From an optimization exercise on the open Yosys and OpenROAD flow, aimed at a short achievable clock period and few clock cycles; shortcuts taken in it are not production practice. RTL that was checked went through simulation tests only; none was proved equivalent to the original.

==> v5 <==
==> flow/design.v (excerpt) <==
module mem_sys_top #(
    parameter int NUM_SETS = 8
) (
    input  logic                               clk,
    input  logic                               rst_n_i,
    input  logic                               inst_read_i,
    input  logic [31:0]                        inst_addr_i,
    output logic [31:0]                        inst_rdata_o,
    output logic                               inst_resp_o,
    output logic                               inst_hit_o,
    input  logic                               data_read_i,
    input  logic                               data_write_i,
    input  logic [31:0]                        data_addr_i,
    input  logic [31:0]                        data_wdata_i,
    input  logic [3:0]                         data_be_i,
    output logic [31:0]                        data_rdata_o,
    output logic                               data_resp_o,
    output logic                               data_hit_o,
    output logic                               mem_read_o,
    output logic                               mem_write_o,
    output logic [31:0]                        mem_addr_o,
    output logic [mem_sys_pkg::BURST_BITS-1:0] mem_wdata_o,
    input  logic [mem_sys_pkg::BURST_BITS-1:0] mem_rdata_i,
    input  logic                               mem_resp_i
);
    logic        ireq, dreq, dwrite;
    logic [26:0] iline, dline;
    logic        ibeat, dbeat;
    logic [1:0]  cnt;
    line_cache #(.WRITABLE(1'b0)) icache (
        .clk         (clk),
        .rst_n_i     (rst_n_i),
        .cpu_read_i  (inst_read_i),
        .cpu_write_i (1'b0),
        .cpu_addr_i  (inst_addr_i),
        .cpu_wdata_i (32'd0),
        .cpu_be_i    (4'h0),
        .cpu_rdata_o (inst_rdata_o),
        .cpu_resp_o  (inst_resp_o),
        .cpu_hit_o   (inst_hit_o),
        .breq_o      (ireq),
        .bwrite_o    (),
        .bline_o     (iline),
  ...
clock: 8.0 ns
lec_check: 0
abc_clock_period_in_ps: 2000
cap_margin: 20
core_margin: 2
core_utilization: 70
place_density: 0.78
setup_slack_margin: 3.0
slew_margin: 20
tns_end_percent: 100
run.sh (not shown) runs the stock make flow with config.mk's settings and CLKGATE_MAP_FILE= SYNTH_SCRIPT=/design/flow/synth_recipe.tcl, a recipe that flattens the netlist after the stock synthesis.
==> v17 (differences from v5) <==
--- a/flow/design.v
+++ b/flow/design.v
@@ -31,18 +31,19 @@
     input  logic        cpu_write_i,
     input  logic [31:0] cpu_addr_i,
     input  logic [31:0] cpu_wdata_i,
     input  logic [3:0]  cpu_be_i,
     output logic [31:0] cpu_rdata_o,
     output logic        cpu_resp_o,
     output logic        cpu_hit_o,
-    output logic        breq_o,
+    output logic        breq_o,        
     output logic        bwrite_o,
     output logic [26:0] bline_o,
     output logic [63:0] bwdata_o,
+    input  logic        bown_i,        
     input  logic        bbeat_i,       
     input  logic [1:0]  bcnt_i,        
     input  logic [63:0] brdata_i
 );
     localparam int SB = $clog2(NS);
     localparam logic [1:0] ST_IDLE = 2'd0;
     localparam logic [1:0] ST_WB   = 2'd1;
@@ -132,15 +133,15 @@
                 sdirty <= sdirty | match;
             end
             case (state)
                 ST_IDLE: begin
                     if (miss_start) begin
                         rslot <= nslot;
                         if (!(|pmatch)) sptr <= SB'(nslot + 1'b1);
-                        state <= (WRITABLE && svalid[nslot] && sdirty[nslot]) ? ST_WB : ST_RD;
+                        state <= need_wb ? ST_WB : ST_RD;
                     end
                 end
                 ST_WB: begin
                     if (wb_done) begin
                         state <= ST_RD;
                     end
                 end
@@ -169,81 +170,112 @@
                     for (int b = 0; b < 4; b++) begin
                         if (word == 3'(w) && cpu_be_i[b]) sdata[k][w][b * 8 +: 8] <= cpu_wdata_i[b * 8 +: 8];
                     end
                 end
             end
         end
     end
-    assign breq_o   = (state == ST_WB) || (state == ST_RD);
-    assign bwrite_o = (state == ST_WB);
-    assign bline_o  = (state == ST_WB) ? sline[rslot] : lineaddr;
+    logic need_wb;
+    assign need_wb = WRITABLE && svalid[nslot] && sdirty[nslot];
+    always_comb begin
+        breq_o   = 1'b0;
+        bwrite_o = 1'b0;
+        bline_o  = lineaddr;
+        case (state)
+            ST_IDLE: begin
+                breq_o   = miss_start;
+                bwrite_o = need_wb;
+                if (need_wb) bline_o = sline[nslot];
+            end
+            ST_WB: begin
+                breq_o = 1'b1;
+                if (!wb_done) begin
+                    bwrite_o = 1'b1;
+                    bline_o  = sline[rslot];
+                end
+            end
+            ST_RD: breq_o = !fill_done;
+            default: ;
+        endcase
+    end
     logic [1:0]  wbeat;
     logic [63:0] wdata_q;
-    assign wbeat = bbeat_i ? bcnt_i + 1'b1 : bcnt_i;
+    logic [SB-1:0] wslot;
+    always_comb begin
+        wbeat = 2'd0;
+        if (bown_i) wbeat = bbeat_i ? bcnt_i + 1'b1 : bcnt_i;
+        wslot = (state == ST_IDLE) ? nslot : rslot;
+    end
     always_ff @(posedge clk) begin
-        if (WRITABLE && state == ST_WB) begin
-            wdata_q <= {sdata[rslot][{wbeat, 1'b1}], sdata[rslot][{wbeat, 1'b0}]};
+        if (WRITABLE) begin
+            wdata_q <= {sdata[wslot][{wbeat, 1'b1}], sdata[wslot][{wbeat, 1'b0}]};
         end
     end
     assign bwdata_o = wdata_q;
 endmodule
 `timescale 1ns/1ps
 import mem_sys_pkg::*;
 module mem_arbiter (
     input  logic        clk,
     input  logic        rst_n_i,
     input  logic        ireq_i,
     input  logic [26:0] iline_i,
     input  logic        dreq_i,
     input  logic        dwrite_i,
     input  logic [26:0] dline_i,
+    output logic        iown_o,
+    output logic        down_o,
     output logic        ibeat_o,
     output logic        dbeat_o,
     output logic [1:0]  cnt_o,
     output logic        mem_read_o,
     output logic        mem_write_o,
     output logic [31:0] mem_addr_o,
     input  logic        mem_resp_i
 );
     logic        busy;
     logic        own_d;
     logic [26:0] line;
     logic [1:0]  cnt;
+    logic        free;
+    assign free = !busy || (mem_resp_i && cnt == 2'd3);
     always_ff @(posedge clk) begin
         if (!rst_n_i) begin
             busy        <= 1'b0;
             mem_read_o  <= 1'b0;
             mem_write_o <= 1'b0;
             cnt         <= '0;
-        end else if (!busy) begin
-            cnt <= '0;
-            if (dreq_i) begin
-                busy        <= 1'b1;
-                own_d       <= 1'b1;
-                mem_read_o  <= !dwrite_i;
-                mem_write_o <= dwrite_i;
-                line        <= dline_i;
-            end else if (ireq_i) begin
-                busy        <= 1'b1;
-                own_d       <= 1'b0;
-                mem_read_o  <= 1'b1;
-                mem_write_o <= 1'b0;
-                line        <= iline_i;
+        end else begin
+            if (busy && mem_resp_i) begin
+                cnt <= cnt + 1'b1;
             end
-        end else if (mem_resp_i) begin
-            cnt <= cnt + 1'b1;
-            if (cnt == 2'd3) begin
+            if (free) begin
+                cnt         <= '0;
                 busy        <= 1'b0;
                 mem_read_o  <= 1'b0;
                 mem_write_o <= 1'b0;
+                if (dreq_i) begin
+                    busy        <= 1'b1;
+                    own_d       <= 1'b1;
+                    mem_read_o  <= !dwrite_i;
+                    mem_write_o <= dwrite_i;
+                    line        <= dline_i;
+                end else if (ireq_i) begin
+                    busy        <= 1'b1;
+                    own_d       <= 1'b0;
+                    mem_read_o  <= 1'b1;
+                    line        <= iline_i;
+                end
             end
         end
     end
     assign mem_addr_o  = {line, 5'b0};
     assign cnt_o       = cnt;
+    assign iown_o      = busy && !own_d;
+    assign down_o      = busy && own_d;
     assign ibeat_o     = busy && !own_d && mem_resp_i;
     assign dbeat_o     = busy && own_d && mem_resp_i;
 endmodule
 `timescale 1ns/1ps
 import mem_sys_pkg::*;
 module mem_sys_top #(
     parameter int NUM_SETS = 8
@@ -269,14 +301,15 @@
     output logic [mem_sys_pkg::BURST_BITS-1:0] mem_wdata_o,
     input  logic [mem_sys_pkg::BURST_BITS-1:0] mem_rdata_i,
     input  logic                               mem_resp_i
 );
     logic        ireq, dreq, dwrite;
     logic [26:0] iline, dline;
     logic        ibeat, dbeat;
+    logic        iown, down;
     logic [1:0]  cnt;
     line_cache #(.WRITABLE(1'b0)) icache (
         .clk         (clk),
         .rst_n_i     (rst_n_i),
         .cpu_read_i  (inst_read_i),
         .cpu_write_i (1'b0),
         .cpu_addr_i  (inst_addr_i),
@@ -285,14 +318,15 @@
         .cpu_rdata_o (inst_rdata_o),
         .cpu_resp_o  (inst_resp_o),
         .cpu_hit_o   (inst_hit_o),
         .breq_o      (ireq),
         .bwrite_o    (),
         .bline_o     (iline),
         .bwdata_o    (),
+        .bown_i      (iown),
         .bbeat_i     (ibeat),
         .bcnt_i      (cnt),
         .brdata_i    (mem_rdata_i)
     );
     line_cache #(.WRITABLE(1'b1)) dcache (
         .clk         (clk),
         .rst_n_i     (rst_n_i),
@@ -304,26 +338,29 @@
         .cpu_rdata_o (data_rdata_o),
         .cpu_resp_o  (data_resp_o),
         .cpu_hit_o   (data_hit_o),
         .breq_o      (dreq),
         .bwrite_o    (dwrite),
         .bline_o     (dline),
         .bwdata_o    (mem_wdata_o),
+        .bown_i      (down),
         .bbeat_i     (dbeat),
         .bcnt_i      (cnt),
         .brdata_i    (mem_rdata_i)
     );
     mem_arbiter arbiter (
         .clk         (clk),
         .rst_n_i     (rst_n_i),
         .ireq_i      (ireq),
         .iline_i     (iline),
         .dreq_i      (dreq),
         .dwrite_i    (dwrite),
         .dline_i     (dline),
+        .iown_o      (iown),
+        .down_o      (down),
         .ibeat_o     (ibeat),
         .dbeat_o     (dbeat),
         .cnt_o       (cnt),
         .mem_read_o  (mem_read_o),
         .mem_write_o (mem_write_o),
         .mem_addr_o  (mem_addr_o),
         .mem_resp_i  (mem_resp_i)
==> flow/flow/run.sh (new file) <==
#!/bin/bash
# Own layout flow: the standard layout (standard.sh), run with ORFS's
# resizer free to pick any buffer or gate size (MATCH_CELL_FOOTPRINT=0)
# instead of only cells of the same footprint. Everything else, including
# the standard synthesis, is standard.sh's own. Each make run's full output
# goes to a log file in this folder.
set -euo pipefail
sed 's/CLKGATE_MAP_FILE= /CLKGATE_MAP_FILE= MATCH_CELL_FOOTPRINT=0 /' standard.sh > standard_nofp.sh
grep -q 'MATCH_CELL_FOOTPRINT=0' standard_nofp.sh
bash standard_nofp.sh synth > synth.log 2>&1
bash standard_nofp.sh finish > layout.log 2>&1
test -f out/final.def
==> flow/standard.sh (new file) <==
#!/bin/bash
# synth_recipe.tcl (not shown) runs the flow's synth.tcl, then flattens the netlist and writes it again
# the make line also repeats each setting of config.mk as NAME=value (left out here)
make -C /OpenROAD-flow-scripts/flow DESIGN_CONFIG=/design/flow/config.mk WORK_HOME=/design/flow/orfs CLKGATE_MAP_FILE= SYNTH_SCRIPT=/design/flow/synth_recipe.tcl "${@:-finish}"
removed: flow/run.sh
==> v9 (differences from v5) <==
--- a/flow/design.v
+++ b/flow/design.v
@@ -31,18 +31,19 @@
     input  logic        cpu_write_i,
     input  logic [31:0] cpu_addr_i,
     input  logic [31:0] cpu_wdata_i,
     input  logic [3:0]  cpu_be_i,
     output logic [31:0] cpu_rdata_o,
     output logic        cpu_resp_o,
     output logic        cpu_hit_o,
-    output logic        breq_o,
+    output logic        breq_o,        
     output logic        bwrite_o,
     output logic [26:0] bline_o,
     output logic [63:0] bwdata_o,
+    input  logic        bown_i,        
     input  logic        bbeat_i,       
     input  logic [1:0]  bcnt_i,        
     input  logic [63:0] brdata_i
 );
     localparam int SB = $clog2(NS);
     localparam logic [1:0] ST_IDLE = 2'd0;
     localparam logic [1:0] ST_WB   = 2'd1;
@@ -132,15 +133,15 @@
                 sdirty <= sdirty | match;
             end
             case (state)
                 ST_IDLE: begin
                     if (miss_start) begin
                         rslot <= nslot;
                         if (!(|pmatch)) sptr <= SB'(nslot + 1'b1);
-                        state <= (WRITABLE && svalid[nslot] && sdirty[nslot]) ? ST_WB : ST_RD;
+                        state <= need_wb ? ST_WB : ST_RD;
                     end
                 end
                 ST_WB: begin
                     if (wb_done) begin
                         state <= ST_RD;
                     end
                 end
@@ -169,22 +170,43 @@
                     for (int b = 0; b < 4; b++) begin
                         if (word == 3'(w) && cpu_be_i[b]) sdata[k][w][b * 8 +: 8] <= cpu_wdata_i[b * 8 +: 8];
                     end
                 end
             end
         end
     end
-    assign breq_o   = (state == ST_WB) || (state == ST_RD);
-    assign bwrite_o = (state == ST_WB);
-    assign bline_o  = (state == ST_WB) ? sline[rslot] : lineaddr;
+    logic need_wb;
+    assign need_wb = WRITABLE && svalid[nslot] && sdirty[nslot];
+    always_comb begin
+        breq_o   = 1'b0;
+        bwrite_o = 1'b0;
+        bline_o  = lineaddr;
+        case (state)
+            ST_IDLE: begin
+                breq_o = miss_start && !need_wb;
+            end
+            ST_WB: begin
+                breq_o = 1'b1;
+                if (!wb_done) begin
+                    bwrite_o = 1'b1;
+                    bline_o  = sline[rslot];
+                end
+            end
+            ST_RD: breq_o = !fill_done;
+            default: ;
+        endcase
+    end
     logic [1:0]  wbeat;
     logic [63:0] wdata_q;
-    assign wbeat = bbeat_i ? bcnt_i + 1'b1 : bcnt_i;
+    always_comb begin
+        wbeat = 2'd0;
+        if (bown_i) wbeat = bbeat_i ? bcnt_i + 1'b1 : bcnt_i;
+    end
     always_ff @(posedge clk) begin
-        if (WRITABLE && state == ST_WB) begin
+        if (WRITABLE) begin
             wdata_q <= {sdata[rslot][{wbeat, 1'b1}], sdata[rslot][{wbeat, 1'b0}]};
         end
     end
     assign bwdata_o = wdata_q;
 endmodule
 `timescale 1ns/1ps
 import mem_sys_pkg::*;
@@ -192,58 +214,64 @@
     input  logic        clk,
     input  logic        rst_n_i,
     input  logic        ireq_i,
     input  logic [26:0] iline_i,
     input  logic        dreq_i,
     input  logic        dwrite_i,
     input  logic [26:0] dline_i,
+    output logic        iown_o,
+    output logic        down_o,
     output logic        ibeat_o,
     output logic        dbeat_o,
     output logic [1:0]  cnt_o,
     output logic        mem_read_o,
     output logic        mem_write_o,
     output logic [31:0] mem_addr_o,
     input  logic        mem_resp_i
 );
     logic        busy;
     logic        own_d;
     logic [26:0] line;
     logic [1:0]  cnt;
+    logic        free;
+    assign free = !busy || (mem_resp_i && cnt == 2'd3);
     always_ff @(posedge clk) begin
         if (!rst_n_i) begin
             busy        <= 1'b0;
             mem_read_o  <= 1'b0;
             mem_write_o <= 1'b0;
             cnt         <= '0;
-        end else if (!busy) begin
-            cnt <= '0;
-            if (dreq_i) begin
-                busy        <= 1'b1;
-                own_d       <= 1'b1;
-                mem_read_o  <= !dwrite_i;
-                mem_write_o <= dwrite_i;
-                line        <= dline_i;
-            end else if (ireq_i) begin
-                busy        <= 1'b1;
-                own_d       <= 1'b0;
-                mem_read_o  <= 1'b1;
-                mem_write_o <= 1'b0;
-                line        <= iline_i;
+        end else begin
+            if (busy && mem_resp_i) begin
+                cnt <= cnt + 1'b1;
             end
-        end else if (mem_resp_i) begin
-            cnt <= cnt + 1'b1;
-            if (cnt == 2'd3) begin
+            if (free) begin
+                cnt         <= '0;
                 busy        <= 1'b0;
                 mem_read_o  <= 1'b0;
                 mem_write_o <= 1'b0;
+                if (dreq_i) begin
+                    busy        <= 1'b1;
+                    own_d       <= 1'b1;
+                    mem_read_o  <= !dwrite_i;
+                    mem_write_o <= dwrite_i;
+                    line        <= dline_i;
+                end else if (ireq_i) begin
+                    busy        <= 1'b1;
+                    own_d       <= 1'b0;
+                    mem_read_o  <= 1'b1;
+                    line        <= iline_i;
+                end
             end
         end
     end
     assign mem_addr_o  = {line, 5'b0};
     assign cnt_o       = cnt;
+    assign iown_o      = busy && !own_d;
+    assign down_o      = busy && own_d;
     assign ibeat_o     = busy && !own_d && mem_resp_i;
     assign dbeat_o     = busy && own_d && mem_resp_i;
 endmodule
 `timescale 1ns/1ps
 import mem_sys_pkg::*;
 module mem_sys_top #(
     parameter int NUM_SETS = 8
@@ -269,14 +297,15 @@
     output logic [mem_sys_pkg::BURST_BITS-1:0] mem_wdata_o,
     input  logic [mem_sys_pkg::BURST_BITS-1:0] mem_rdata_i,
     input  logic                               mem_resp_i
 );
     logic        ireq, dreq, dwrite;
     logic [26:0] iline, dline;
     logic        ibeat, dbeat;
+    logic        iown, down;
     logic [1:0]  cnt;
     line_cache #(.WRITABLE(1'b0)) icache (
         .clk         (clk),
         .rst_n_i     (rst_n_i),
         .cpu_read_i  (inst_read_i),
         .cpu_write_i (1'b0),
         .cpu_addr_i  (inst_addr_i),
@@ -285,14 +314,15 @@
         .cpu_rdata_o (inst_rdata_o),
         .cpu_resp_o  (inst_resp_o),
         .cpu_hit_o   (inst_hit_o),
         .breq_o      (ireq),
         .bwrite_o    (),
         .bline_o     (iline),
         .bwdata_o    (),
+        .bown_i      (iown),
         .bbeat_i     (ibeat),
         .bcnt_i      (cnt),
         .brdata_i    (mem_rdata_i)
     );
     line_cache #(.WRITABLE(1'b1)) dcache (
         .clk         (clk),
         .rst_n_i     (rst_n_i),
@@ -304,26 +334,29 @@
         .cpu_rdata_o (data_rdata_o),
         .cpu_resp_o  (data_resp_o),
         .cpu_hit_o   (data_hit_o),
         .breq_o      (dreq),
         .bwrite_o    (dwrite),
         .bline_o     (dline),
         .bwdata_o    (mem_wdata_o),
+        .bown_i      (down),
         .bbeat_i     (dbeat),
         .bcnt_i      (cnt),
         .brdata_i    (mem_rdata_i)
     );
     mem_arbiter arbiter (
         .clk         (clk),
         .rst_n_i     (rst_n_i),
         .ireq_i      (ireq),
         .iline_i     (iline),
         .dreq_i      (dreq),
         .dwrite_i    (dwrite),
         .dline_i     (dline),
+        .iown_o      (iown),
+        .down_o      (down),
         .ibeat_o     (ibeat),
         .dbeat_o     (dbeat),
         .cnt_o       (cnt),
         .mem_read_o  (mem_read_o),
         .mem_write_o (mem_write_o),
         .mem_addr_o  (mem_addr_o),
         .mem_resp_i  (mem_resp_i)
==> flow/flow/run.sh (new file) <==
#!/bin/bash
# Own layout flow: the standard layout (standard.sh), run with ORFS's
# resizer free to pick any buffer or gate size (MATCH_CELL_FOOTPRINT=0)
# instead of only cells of the same footprint. Everything else, including
# the standard synthesis, is standard.sh's own. Each make run's full output
# goes to a log file in this folder.
set -euo pipefail
sed 's/CLKGATE_MAP_FILE= /CLKGATE_MAP_FILE= MATCH_CELL_FOOTPRINT=0 /' standard.sh > standard_nofp.sh
grep -q 'MATCH_CELL_FOOTPRINT=0' standard_nofp.sh
bash standard_nofp.sh synth > synth.log 2>&1
bash standard_nofp.sh finish > layout.log 2>&1
test -f out/final.def
==> flow/standard.sh (new file) <==
#!/bin/bash
# synth_recipe.tcl (not shown) runs the flow's synth.tcl, then flattens the netlist and writes it again
# the make line also repeats each setting of config.mk as NAME=value (left out here)
make -C /OpenROAD-flow-scripts/flow DESIGN_CONFIG=/design/flow/config.mk WORK_HOME=/design/flow/orfs CLKGATE_MAP_FILE= SYNTH_SCRIPT=/design/flow/synth_recipe.tcl "${@:-finish}"
==> flow/config.mk (replaced) <==
export PLATFORM = sky130hd
export DESIGN_NAME = mem_sys_top
export DESIGN_NICKNAME = mem_sys_top
export VERILOG_FILES = /design/flow/design.v
export SDC_FILE = /design/flow/constraint.sdc
export NUM_CORES = 4
export LEC_CHECK = 0
export ABC_CLOCK_PERIOD_IN_PS = 2000
export CAP_MARGIN = 20
export CORE_MARGIN = 2
export CORE_UTILIZATION = 50
export CTS_CLUSTER_DIAMETER = 80
export CTS_CLUSTER_SIZE = 30
export PLACE_DENSITY = 0.6
export SETUP_SLACK_MARGIN = 3.0
export SLEW_MARGIN = 20
export TNS_END_PERCENT = 100
removed: flow/run.sh
==> qor summary <==
metric                                                                               v5                         v17                          v9
Outcome                                                                  did not finish              did not finish              finished clean
Last stage reached                                                         3_5_place_dp                     4_1_cts                           -
Number of instances in the placed design                                              -                      33,110                      34,770
Number of rows created at floorplan                                                 277                         279                         328
Master cell of the clock root buffer                                                  -  sky130_fd_sc_hd__clkbuf_16  sky130_fd_sc_hd__clkbuf_16
Share of the synthesized area in compound gates (AO/OA/AOI/OAI)                 0.06904                     0.07298                     0.06841
Adder and majority cell fraction of the synthesized area                       0.001157                    0.001142                    0.001062
Area share of and/or/nand/nor cells after synthesis                             0.05062                     0.05778                     0.05304
Floorplan die height                                                           760.2 µm                    765.1 µm                      899 µm
Pre-CTS setup slack                                                                   -                  0.07831 ns                   0.7862 ns
Initial Util                                                                     0.7030                      0.7027                      0.5018
Chip Width                                                                     760.2 µm                    765.1 µm                      899 µm
Synth Area in XOR/XNOR                                                          0.01980                     0.01943                     0.01963
Number of distinct standard cells referenced by the synthesized netlist             103                         100                          82
Total cell area at the placement stage                                                -                 430,400 µm²                 427,100 µm²
Cts bufs inserted                                                                     -                         870                         535
Fraction of the yosys area taken by sequential cells                             0.6916                      0.6811                      0.6896
Buffer count from post-CTS setup fixing                                               -                         986                         673
Count of flip-flops with a built-in enable after synthesis                        9,148                       9,084                       9,084
CTS Buffer Depth                                                                      -                           4                           4
Mean post-synth cell area                                                     16.67 µm²                   16.01 µm²                   16.46 µm²
Portion of synthesized cell area occupied by the leading cell type               0.6863                      0.6727                      0.6811
Testbench counts of v9, summed over its fixed seeds: cycles 12,956.
For v5 and v17, only the layout was checked, not whether the RTL still works.

-- afterwards: timing with drivers on the ports --
Ports are ideal in the flow. The routed layout listed here was re-timed in OpenROAD.
Step 1: set_driving_cell puts a clkbuf_16 on clk and a buf_2 on each other input, an assumption about the parent block.
Step 2 times the ports against the registers' clock, not the clock port: input delays grow and output delays shrink by t, the midpoint of the rising clock arrivals with the driver on.
Slacks: ideal ports / drivers / drivers and shift; pairs: ideal ports / drivers.
run: v9
shift t [ns]: 1.400
setup WS [ns]: 1.818 / 1.396 / 1.362
worst setup path at the end: input to register
slew at the worst register clock pin (ns): 0.12 / 0.12
After both steps setup and hold are still met in v9. The setup slack of v9 moves by -0.422 ns with the drivers and by -0.456 ns with both steps.
